Source: an optimization exercise on an open RTL-to-GDS flow (aim: small area and a short achievable clock period). Production flows keep margins and buffers that such runs may drop. Where RTL was checked, it was by simulation tests only, not by an equivalence proof against the original. Power and IR drop assume default switching activity.

==> inputs of run a <==
// note_sequencer
module note_sequencer #(
  parameter int DEPTH     = 64,
  parameter int DUR_W     = 16,
  parameter int TICK_DIV  = 16,
  parameter int DEB_TICKS = 10
) (
  input  logic                         clk,
  input  logic                         rst_n,
  input  logic [4:0]                   key_code,
  input  logic                         rec_n,
  input  logic                         play_n,
  input  logic                         stop_n,
  output logic [4:0]                   note_out,
  output logic [1:0]                   state_out,
  output logic                         full,
  output logic [$clog2(DEPTH+1)-1:0]   evt_count
);
  localparam int CW  = $clog2(DEPTH+1);
  localparam int AW  = (DEPTH > 1) ? $clog2(DEPTH) : 1;
  localparam int TW  = (TICK_DIV > 1) ? $clog2(TICK_DIV) : 1;
  localparam int DBW = $clog2(DEB_TICKS+1);
  localparam int EW  = 5 + DUR_W;
  localparam int RL  = DEPTH - 2;            
  localparam logic [4:0] SILENCE = 5'b11111;
  typedef enum logic [1:0] {S_IDLE = 2'b00, S_REC = 2'b01, S_PLAY = 2'b10} state_t;
  state_t            state;
  logic [4:0]        key_s1, key_s2;
  logic [2:0]        btn_s1, btn_s2;
  logic [2:0]        press;
  ...
make LEC_CHECK=0 CAP_MARGIN=20 CORE_MARGIN=2 CORE_UTILIZATION=50 CTS_CLUSTER_DIAMETER=80 CTS_CLUSTER_SIZE=30 SETUP_SLACK_MARGIN=2.7 SLEW_MARGIN=20 finish   # period 5.0 ns
run.sh (not shown) runs the stock make flow with config.mk's settings and CLKGATE_MAP_FILE= SYNTH_SCRIPT=/design/flow/synth_recipe.tcl, a recipe that flattens the netlist after the stock synthesis.
==> run b (differences from run a) <==
==> flow/design.v (replaced) <==
module note_sequencer #(
  parameter int DEPTH     = 64,
  parameter int DUR_W     = 16,
  parameter int TICK_DIV  = 16,
  parameter int DEB_TICKS = 10
) (
  input  logic                         clk,
  input  logic                         rst_n,
  input  logic [4:0]                   key_code,
  input  logic                         rec_n,
  input  logic                         play_n,
  input  logic                         stop_n,
  output logic [4:0]                   note_out,
  output logic [1:0]                   state_out,
  output logic                         full,
  output logic [$clog2(DEPTH+1)-1:0]   evt_count
);
  localparam int CW  = $clog2(DEPTH+1);
  localparam int AW  = (DEPTH > 1) ? $clog2(DEPTH) : 1;
  localparam int TW  = (TICK_DIV > 1) ? $clog2(TICK_DIV) : 1;
  localparam int DBW = $clog2(DEB_TICKS+1);
  localparam int EW  = 5 + DUR_W;
  localparam int RL  = DEPTH - 2;            
  localparam logic [4:0] SILENCE = 5'b11111;
  typedef enum logic [1:0] {S_IDLE = 2'b00, S_REC = 2'b01, S_PLAY = 2'b10} state_t;
  state_t            state;
  logic [4:0]        key_s1, key_s2;
  logic [2:0]        btn_s1, btn_s2;
  logic [2:0]        press;
  logic              stop_p, rec_p, play_p;
  logic [TW-1:0]     tick_cnt;
  logic              tick;
  logic [4:0]        cand, stable;
  logic [DBW-1:0]    deb_cnt, deb_next;
  logic              chg;
  logic [4:0]        note_n;                 
  logic [DUR_W-1:0]  dur, dur_plus, dur_m, dur_step, dur_nx;
  logic              dnz, dmax, d1;          
  logic [AW-1:0]     addr;
  logic              pload;
  logic [EW-1:0]     wr_data, pdata;
  logic              wr_en, wr_ring, sat, rec_close, full_hit, last, pdone, idle_rec, play_go;
  logic              d_clr, d_ld, d_step;
  logic [EW-1:0]     slot0, slot1;           
  logic [EW-1:0]     ring  [RL];             
  logic [EW-1:0]     ring_d [RL];
  logic [EW-1:0]     wbuf;                   
  logic              wpend, wpend_nx;
  logic [5:0]        wpos;                   
  logic [5:0]        npos;                   
  logic [EW-1:0]     nxt;                    
  logic [5:0]        rpos;                   
  logic [5:0]        ph;                     
  logic [5:0]        ph_nx, ph_pv, wpos_nx, rpos_nx, npos_nx1, npos_nx2;
  logic [4:0]        wtap, rtap;             
  logic [EW-1:0]     tap_d [5];
  logic [EW-1:0]     cap_d;
  always_ff @(posedge clk or negedge rst_n) begin
    if (!rst_n) begin
      key_s1 <= SILENCE;
      key_s2 <= SILENCE;
      btn_s1 <= 3'b111;
      btn_s2 <= 3'b111;
      press  <= 3'b000;
    end else begin
      key_s1 <= key_code;
      key_s2 <= key_s1;
      btn_s1 <= {stop_n, rec_n, play_n};
      btn_s2 <= btn_s1;
      press  <= btn_s2 & ~btn_s1;
    end
  end
  assign stop_p = press[2];
  assign rec_p  = press[1];
  assign play_p = press[0];
  always_ff @(posedge clk or negedge rst_n) begin
    if (!rst_n) begin
      tick_cnt <= '0;
      tick     <= 1'b0;
    end else begin
      tick_cnt <= tick_cnt + 1'b1;
      tick     <= (tick_cnt == TW'(TICK_DIV-2));
    end
  end
  always_comb begin
    deb_next = DBW'(1);
    if (key_s2 == cand)
      deb_next = (deb_cnt == DBW'(DEB_TICKS)) ? deb_cnt : deb_cnt + 1'b1;
  end
  always_ff @(posedge clk or negedge rst_n) begin
    if (!rst_n) begin
      cand    <= SILENCE;
      stable  <= SILENCE;
      deb_cnt <= '0;
      chg     <= 1'b0;
    end else begin
      chg <= 1'b0;
      if (tick) begin
        cand    <= key_s2;
        deb_cnt <= deb_next;
        if (deb_next >= DBW'(DEB_TICKS) && key_s2 != stable) begin
          stable <= key_s2;
          chg    <= 1'b1;
        end
      end
    end
  end
  always_comb begin
    dur_m     = {DUR_W{state == S_PLAY}};
    dur_step  = dur_m ^ ((dur ^ dur_m) + 1'b1);
    dur_plus  = tick ? dur_step : dur;
    sat       = tick && dmax;
    rec_close = (state == S_REC) && (chg || sat || stop_p);
    wr_en     = rec_close && (tick || dnz);
    wr_ring   = wr_en && (evt_count[AW-1:1] != '0);
    wr_data   = {note_out, dur_plus};
    full_hit  = wr_en && (evt_count == CW'(DEPTH-1));
    idle_rec  = !stop_p && rec_p;
    play_go   = !stop_p && !rec_p && play_p && (evt_count != '0);
    last      = (CW'(addr) == evt_count - 1'b1);
    pdone     = (state == S_PLAY) && !pload && tick && d1;
    pdata     = (addr == AW'(0)) ? slot0 : (addr == AW'(1)) ? slot1 : nxt;
    d_clr     = ((state == S_IDLE) && idle_rec) || ((state == S_REC) && rec_close);
    d_ld      = (state == S_PLAY) && pload && !stop_p;
    d_step    = tick && (state == S_REC || (state == S_PLAY && !pload));
    dur_nx    = d_clr ? '0 : d_ld ? pdata[DUR_W-1:0] : d_step ? dur_step : dur;
  end
  always_comb begin
    ph_nx    = (ph   == 6'(RL-1)) ? 6'd0 : ph   + 6'd1;
    ph_pv    = (ph   == 6'd0) ? 6'(RL-1) : ph - 6'd1;
    npos_nx1 = (npos == 6'(RL-1)) ? 6'd0 : npos + 6'd1;
    npos_nx2 = (npos == 6'(RL-2)) ? 6'd0 : (npos == 6'(RL-1)) ? 6'd1 : npos + 6'd2;
    wpos_nx  = wr_ring ? npos_nx1 : ((wpos == 6'(RL-1)) ? 6'd0 : wpos + 6'd1);
    wpend_nx = wr_ring || (wpend && !(|wtap));
    if (state != S_PLAY)
      rpos_nx = ph_nx;
    else if (pload && addr[AW-1:1] != '0 && !stop_p)
      rpos_nx = (rpos == 6'(RL-2)) ? 6'd0 : (rpos == 6'(RL-1)) ? 6'd1 : rpos + 6'd2;
    else
      rpos_nx = (rpos == 6'(RL-1)) ? 6'd0 : rpos + 6'd1;
    for (int j = 0; j < RL; j++) ring_d[j] = ring[(j + RL - 1) % RL];
    tap_d[0] = wtap[0] ? wbuf : ring[0];
    tap_d[1] = wtap[1] ? wbuf : ring[13];
    tap_d[2] = wtap[2] ? wbuf : ring[26];
    tap_d[3] = wtap[3] ? wbuf : ring[38];
    tap_d[4] = wtap[4] ? wbuf : ring[50];
    ring_d[1]  = tap_d[0];
    ring_d[14] = tap_d[1];
    ring_d[27] = tap_d[2];
    ring_d[39] = tap_d[3];
    ring_d[51] = tap_d[4];
    cap_d = '0;
    for (int k = 0; k < 5; k++) cap_d = cap_d | ({EW{rtap[k]}} & tap_d[k]);
  end
  always_ff @(posedge clk) begin
    for (int j = 0; j < RL; j++) ring[j] <= ring_d[j];
    if (|rtap) nxt <= cap_d;
    if (wr_en && evt_count[AW-1:0] == AW'(0)) slot0 <= wr_data;
    if (wr_en && evt_count[AW-1:0] == AW'(1)) slot1 <= wr_data;
    if (wr_en) wbuf <= wr_data;
  end
  always_ff @(posedge clk or negedge rst_n) begin
    if (!rst_n) begin
      ph    <= '0;
      wpend <= 1'b0;
      wtap  <= '0;
      npos  <= 6'(RL-2);
    end else begin
      ph    <= ph_nx;
      wpend <= wpend_nx;
      wtap  <= {5{wpend_nx}} & {wpos_nx == 6'd50, wpos_nx == 6'd38, wpos_nx == 6'd26,
                                wpos_nx == 6'd13, wpos_nx == 6'd0};
      if ((state == S_IDLE) && idle_rec) npos <= ph_pv;
      else if (wr_en)                    npos <= npos_nx2;
      else                               npos <= npos_nx1;
    end
  end
  always_ff @(posedge clk) begin
    wpos <= wpos_nx;
    rpos <= rpos_nx;
    rtap <= {rpos_nx == 6'd50, rpos_nx == 6'd38, rpos_nx == 6'd26, rpos_nx == 6'd13,
             rpos_nx == 6'd0};
  end
  always_ff @(posedge clk or negedge rst_n) begin
    if (!rst_n) begin
      state     <= S_IDLE;
      note_n    <= '0;
      full      <= 1'b0;
      evt_count <= '0;
    end else begin
      case (state)
        S_IDLE: begin
          note_n <= ~stable;
          if (idle_rec) begin
            state     <= S_REC;
            evt_count <= '0;
            full      <= 1'b0;
          end else if (play_go) begin
            state <= S_PLAY;
          end
        end
        S_REC: begin
          note_n <= ~stable;
          if (wr_en) evt_count <= evt_count + 1'b1;
          if (full_hit) begin
            full  <= 1'b1;
            state <= S_IDLE;
          end else if (stop_p) begin
            state <= S_IDLE;
          end
        end
        S_PLAY: begin
          if (stop_p) begin
            state  <= S_IDLE;
            note_n <= ~stable;
          end else if (pload) begin
            note_n <= ~pdata[EW-1:DUR_W];
          end else if (pdone && last) begin
            state <= S_IDLE;
          end
        end
        default: state <= S_IDLE;
      endcase
    end
  end
  assign note_out = ~note_n;
  always_ff @(posedge clk) begin
    dur  <= dur_nx;
    dnz  <= !d_clr && (d_ld ? (pdata[DUR_W-1:0] != '0) : (d_step || dnz));
    dmax <= !d_clr && (d_step ? (dur == {{(DUR_W-2){1'b1}}, 2'b01}) : dmax);
    d1   <= !d_clr && (d_ld ? (pdata[DUR_W-1:0] == DUR_W'(1)) :
                       d_step ? (dur == DUR_W'(2)) : d1);
    case (state)
      S_IDLE: begin
        if (!idle_rec && play_go) begin
          addr  <= '0;
          pload <= 1'b1;
        end
      end
      S_PLAY: begin
        if (stop_p) begin
          pload <= 1'b0;
        end else if (pload) begin
          pload <= 1'b0;
        end else if (pdone && !last) begin
          addr  <= addr + 1'b1;
          pload <= 1'b1;
        end
      end
      default: ;
    endcase
  end
  assign state_out = state;
endmodule
Settings changed: CORE_UTILIZATION 50 to 60, CTS_CLUSTER_DIAMETER 80 to not set, CTS_CLUSTER_SIZE 30 to not set, SETUP_SLACK_MARGIN 2.7 to 2.5.
==> run c (differences from run a) <==
--- a/flow/design.v
+++ b/flow/design.v
@@ -30,15 +30,15 @@
   logic              stop_p, rec_p, play_p;
   logic [TW-1:0]     tick_cnt;
   logic              tick, tick_nx;
   logic [4:0]        cand, stable;
   logic [DBW-1:0]    deb_cnt, deb_next;
   logic              chg;
   logic [4:0]        note_n;                 
-  logic [DUR_W-1:0]  dur, dur_plus, dur_step, dur_nx;
+  logic [DUR_W-1:0]  dur, dur_plus, dur_m, dur_step, dur_nx;
   logic              dnz, dmax, d1;          
   logic [AW-1:0]     addr;
   logic [CW-1:0]     addr_inc;
   logic              pload;
   logic [EW-1:0]     wr_data, pdata;
   logic              wr_en, wr_ring, sat, rec_close, full_hit, last, pdone, idle_rec, play_go;
   logic              d_clr, d_ld, d_step;
@@ -49,16 +49,14 @@
   logic              wpend, wpend_nx;
   logic [5:0]        wpos;                   
   logic [5:0]        npos;                   
   logic [EW-1:0]     nxt;                    
   logic [5:0]        rpos;                   
   logic [5:0]        ph;                     
   logic [5:0]        ph_nx, ph_pv, wpos_nx, rpos_nx, npos_nx1, npos_nx2;
-  logic [4:0]        ph_t1, npos_t1, wpos_t1, rpos_t1, rpos_t2;
-  logic              r_adv2;
   logic [4:0]        wtap, rtap;             
   logic [EW-1:0]     tap_d [5];
   logic [EW-1:0]     cap_d;
   always_ff @(posedge clk) begin
     key_s1 <= key_code;
     key_s2 <= key_s1;
   end
@@ -105,18 +103,16 @@
         end
       end
     end
   end
   always_ff @(posedge clk)
     chg <= tick && deb_next >= DBW'(DEB_TICKS) && key_s2 != stable;
   always_comb begin
-    if (state == S_PLAY)   
-      dur_step = {dur[0] ^ dur[14] ^ dur[13] ^ dur[11], dur[15:1]};
-    else                   
-      dur_step = {dur[14:0], dur[15] ^ dur[13] ^ dur[12] ^ dur[10]};
+    dur_m     = {DUR_W{state == S_PLAY}};
+    dur_step  = dur_m ^ ((dur ^ dur_m) + 1'b1);
     dur_plus  = dur;
     sat       = dmax;
     rec_close = (state == S_REC) && (chg || sat || stop_p);
     wr_en     = rec_close && dnz;
     wr_ring   = wr_en && (evt_count[AW-1:1] != '0);
     wr_data   = {note_out, dur_plus};
     full_hit  = wr_en && (evt_count == CW'(DEPTH-1));
@@ -125,32 +121,26 @@
     addr_inc  = CW'(addr) + 1'b1;
     last      = (addr_inc == evt_count);
     pdone     = (state == S_PLAY) && !pload && tick && d1;
     pdata     = nxt;
     d_clr     = ((state == S_IDLE) && idle_rec) || ((state == S_REC) && rec_close);
     d_ld      = (state == S_PLAY) && pload && !stop_p;
     d_step    = (tick_nx && state == S_REC) || (tick && state == S_PLAY && !pload);
-    dur_nx    = d_clr ? (tick_nx ? 16'h0002 : 16'h0001) : d_ld ? pdata[DUR_W-1:0] : d_step ? dur_step : dur;
+    dur_nx    = d_clr ? DUR_W'(tick_nx) : d_ld ? pdata[DUR_W-1:0] : d_step ? dur_step : dur;
   end
   always_comb begin
     ph_nx    = (ph   == 6'(RL-1)) ? 6'd0 : ph   + 6'd1;
     ph_pv    = (ph   == 6'd0) ? 6'(RL-1) : ph - 6'd1;
     npos_nx1 = (npos == 6'(RL-1)) ? 6'd0 : npos + 6'd1;
     npos_nx2 = (npos == 6'(RL-2)) ? 6'd0 : (npos == 6'(RL-1)) ? 6'd1 : npos + 6'd2;
     wpos_nx  = wr_ring ? npos_nx1 : ((wpos == 6'(RL-1)) ? 6'd0 : wpos + 6'd1);
     wpend_nx = wr_ring || (wpend && !(|wtap));
-    ph_t1    = {ph   == 6'd49, ph   == 6'd37, ph   == 6'd25, ph   == 6'd12, ph   == 6'(RL-1)};
-    npos_t1  = {npos == 6'd49, npos == 6'd37, npos == 6'd25, npos == 6'd12, npos == 6'(RL-1)};
-    wpos_t1  = {wpos == 6'd49, wpos == 6'd37, wpos == 6'd25, wpos == 6'd12, wpos == 6'(RL-1)};
-    rpos_t1  = {rpos == 6'd49, rpos == 6'd37, rpos == 6'd25, rpos == 6'd12, rpos == 6'(RL-1)};
-    rpos_t2  = {rpos == 6'd48, rpos == 6'd36, rpos == 6'd24, rpos == 6'd11, rpos == 6'(RL-2)};
-    r_adv2   = pload && addr[AW-1:1] != '0 && !stop_p;
     if (state != S_PLAY)
       rpos_nx = ph_nx;
-    else if (r_adv2)
+    else if (pload && addr[AW-1:1] != '0 && !stop_p)
       rpos_nx = (rpos == 6'(RL-2)) ? 6'd0 : (rpos == 6'(RL-1)) ? 6'd1 : rpos + 6'd2;
     else
       rpos_nx = (rpos == 6'(RL-1)) ? 6'd0 : rpos + 6'd1;
     for (int j = 0; j < RL; j++) ring_d[j] = ring[(j + RL - 1) % RL];
     tap_d[0] = wtap[0] ? wbuf : ring[0];
     tap_d[1] = wtap[1] ? wbuf : ring[13];
     tap_d[2] = wtap[2] ? wbuf : ring[26];
@@ -180,26 +170,28 @@
     if (!rst_n) begin
       ph    <= '0;
       wpend <= 1'b0;
       wtap  <= '0;
     end else begin
       ph    <= ph_nx;
       wpend <= wpend_nx;
-      wtap  <= wr_ring ? npos_t1 : (wpend && !(|wtap)) ? wpos_t1 : 5'b0;
+      wtap  <= {5{wpend_nx}} & {wpos_nx == 6'd50, wpos_nx == 6'd38, wpos_nx == 6'd26,
+                                wpos_nx == 6'd13, wpos_nx == 6'd0};
     end
   end
   always_ff @(posedge clk) begin
     if ((state == S_IDLE) && idle_rec) npos <= ph_pv;
     else if (wr_en)                    npos <= npos_nx2;
     else                               npos <= npos_nx1;
   end
   always_ff @(posedge clk) begin
     wpos <= wpos_nx;
     rpos <= rpos_nx;
-    rtap <= (state != S_PLAY) ? ph_t1 : r_adv2 ? rpos_t2 : rpos_t1;
+    rtap <= {rpos_nx == 6'd50, rpos_nx == 6'd38, rpos_nx == 6'd26, rpos_nx == 6'd13,
+             rpos_nx == 6'd0};
   end
   always_ff @(posedge clk or negedge rst_n) begin
     if (!rst_n) begin
       state     <= S_IDLE;
       note_n    <= '0;
       full      <= 1'b0;
       evt_count <= '0;
@@ -239,17 +231,17 @@
       endcase
     end
   end
   assign note_out = ~note_n;
   always_ff @(posedge clk) begin
     dur  <= dur_nx;
     dnz  <= tick_nx || (!d_clr && dnz);
-    dmax <= tick_nx && !d_clr && (dur == 16'h8000);
-    d1   <= !d_clr && (d_ld ? (pdata[DUR_W-1:0] == 16'h0002) :
-                       d_step ? (dur == 16'h0004) : d1);
+    dmax <= tick_nx && !d_clr && (dur == {{(DUR_W-1){1'b1}}, 1'b0});
+    d1   <= !d_clr && (d_ld ? (pdata[DUR_W-1:0] == DUR_W'(1)) :
+                       d_step ? (dur == DUR_W'(2)) : d1);
     case (state)
       S_IDLE: begin
         if (!idle_rec && play_go) begin
           addr  <= '0;
           pload <= 1'b1;
         end
       end
Settings changed: CORE_UTILIZATION 50 to 60, SETUP_SLACK_MARGIN 2.7 to 3.0.
==> run d (differences from run a) <==
Settings changed: CORE_UTILIZATION 50 to 60, CTS_BUF_LIST set to sky130_fd_sc_hd__clkbuf_16 sky130_fd_sc_hd__clkbuf_8.
==> run_results.csv <==
group,metric,value,unit
synth,yosys.area_share.simple,4.20,%
run_status,status,"finished clean",
detailed_routing,route.met2.wl,27300,µm
placement,dp_slack,2100,ps
layout,fin_nets,2524,
layout,n_clock_buffer,74,
power,power.leakage,0.0166,µW
synth,ys_seq_area_share,85.2,%
-- figures above: run c

==> run_results.csv <==
group,metric,value,unit
run_status,status,"finished clean",
layout,fin_nets,2386,
power,power.leakage,0.0159,µW
sta,hold_slack,327,ps
placement,dp_slack,1850,ps
power,p_clk,5450,µW
synth,post-synth-top-count-cell,"dfxtp_1",
synth,yosys.area_share.simple,3.69,%
detailed_routing,route.met2.wl,24900,µm
layout,n_clock_buffer,58,
critical_path,cp.required,4000,ps
-- figures above: run d

==> run_results.csv <==
group,metric,value,unit
run_status,status,"finished clean",
critical_path,crit_chain,"or4b_1 > o21ai_1 > o2111ai_1 > nor2_1 > xor2_1",
floorplanning,tap_cells,837,
global_route,grt-ovfl-total,0,
synth,ys_seq_area_share,84.1,%
global_route,grt-busiest-layer,"met2",
layout,fin_nets,2574,
synth,yosys.area_share.simple,4.66,%
detailed_routing,route.met2.wl,30600,µm
placement,dp_slack,1810,ps
synth,synth_area_leaders,"dfxtp_1, edfxtp_1, mux2_2",
power,power.leakage,0.0175,µW
clock_network,cts_setup_buffers,20,
power,p_clk,10400,µW
layout,n_clock_buffer,199,
-- figures above: run b

==> run_results.csv <==
group,metric,value,unit
run_status,status,"finished clean",
layout,n_clock_buffer,72,
global_route,grt_use_met3,2.53,%
synth,yosys.area_share.simple,3.69,%
detailed_routing,route.met2.wl,24600,µm
synth,synth_commonest_cells,"dfxtp_1, mux2_2, edfxtp_1, o21ai_0, nand2_1",
clock_network,cts.sinks,1501,
synth,ys_seq_area_share,85.8,%
layout,final_common_cell,"dfxtp_1",
placement,dp_slack,2050,ps
-- figures above: run a

For run b, only the layout was checked, not whether the RTL still works.

[separate check: timing with driven ports]
In the flow no input, the clock included, has a driving cell. The finished layouts below were timed again as built, in two steps. Step 1 assumes that a clkbuf_16 drives the clock port and a buf_2 every other input. Step 2, shift: input delay + t, output delay - t, t = (earliest + latest rising clock arrival at the registers) / 2. This alone moves slack from input paths to output paths. Slacks: no drivers / after step 1 / after step 2; pairs: no drivers / after step 1.
| run | t, ns | setup WS [ns] | hold WS [ns] | worst register clock-pin slew, ns |
|---|---|---|---|---|
| run a | 0.702 | 2.712 / 2.652 / 2.747 | 0.320 / 0.320 / 0.320 | 0.11 / 0.11 |
| run b | 0.753 | 2.524 / 2.488 / 2.524 | 0.315 / 0.315 / 0.315 | 0.07 / 0.07 |
| run c | 0.716 | 2.702 / 2.639 / 2.730 | 0.323 / 0.323 / 0.323 | 0.11 / 0.11 |
| run d | 0.702 | 2.715 / 2.653 / 2.748 | 0.327 / 0.327 / 0.327 | 0.12 / 0.12 |
After both steps setup and hold are still met in every run listed.
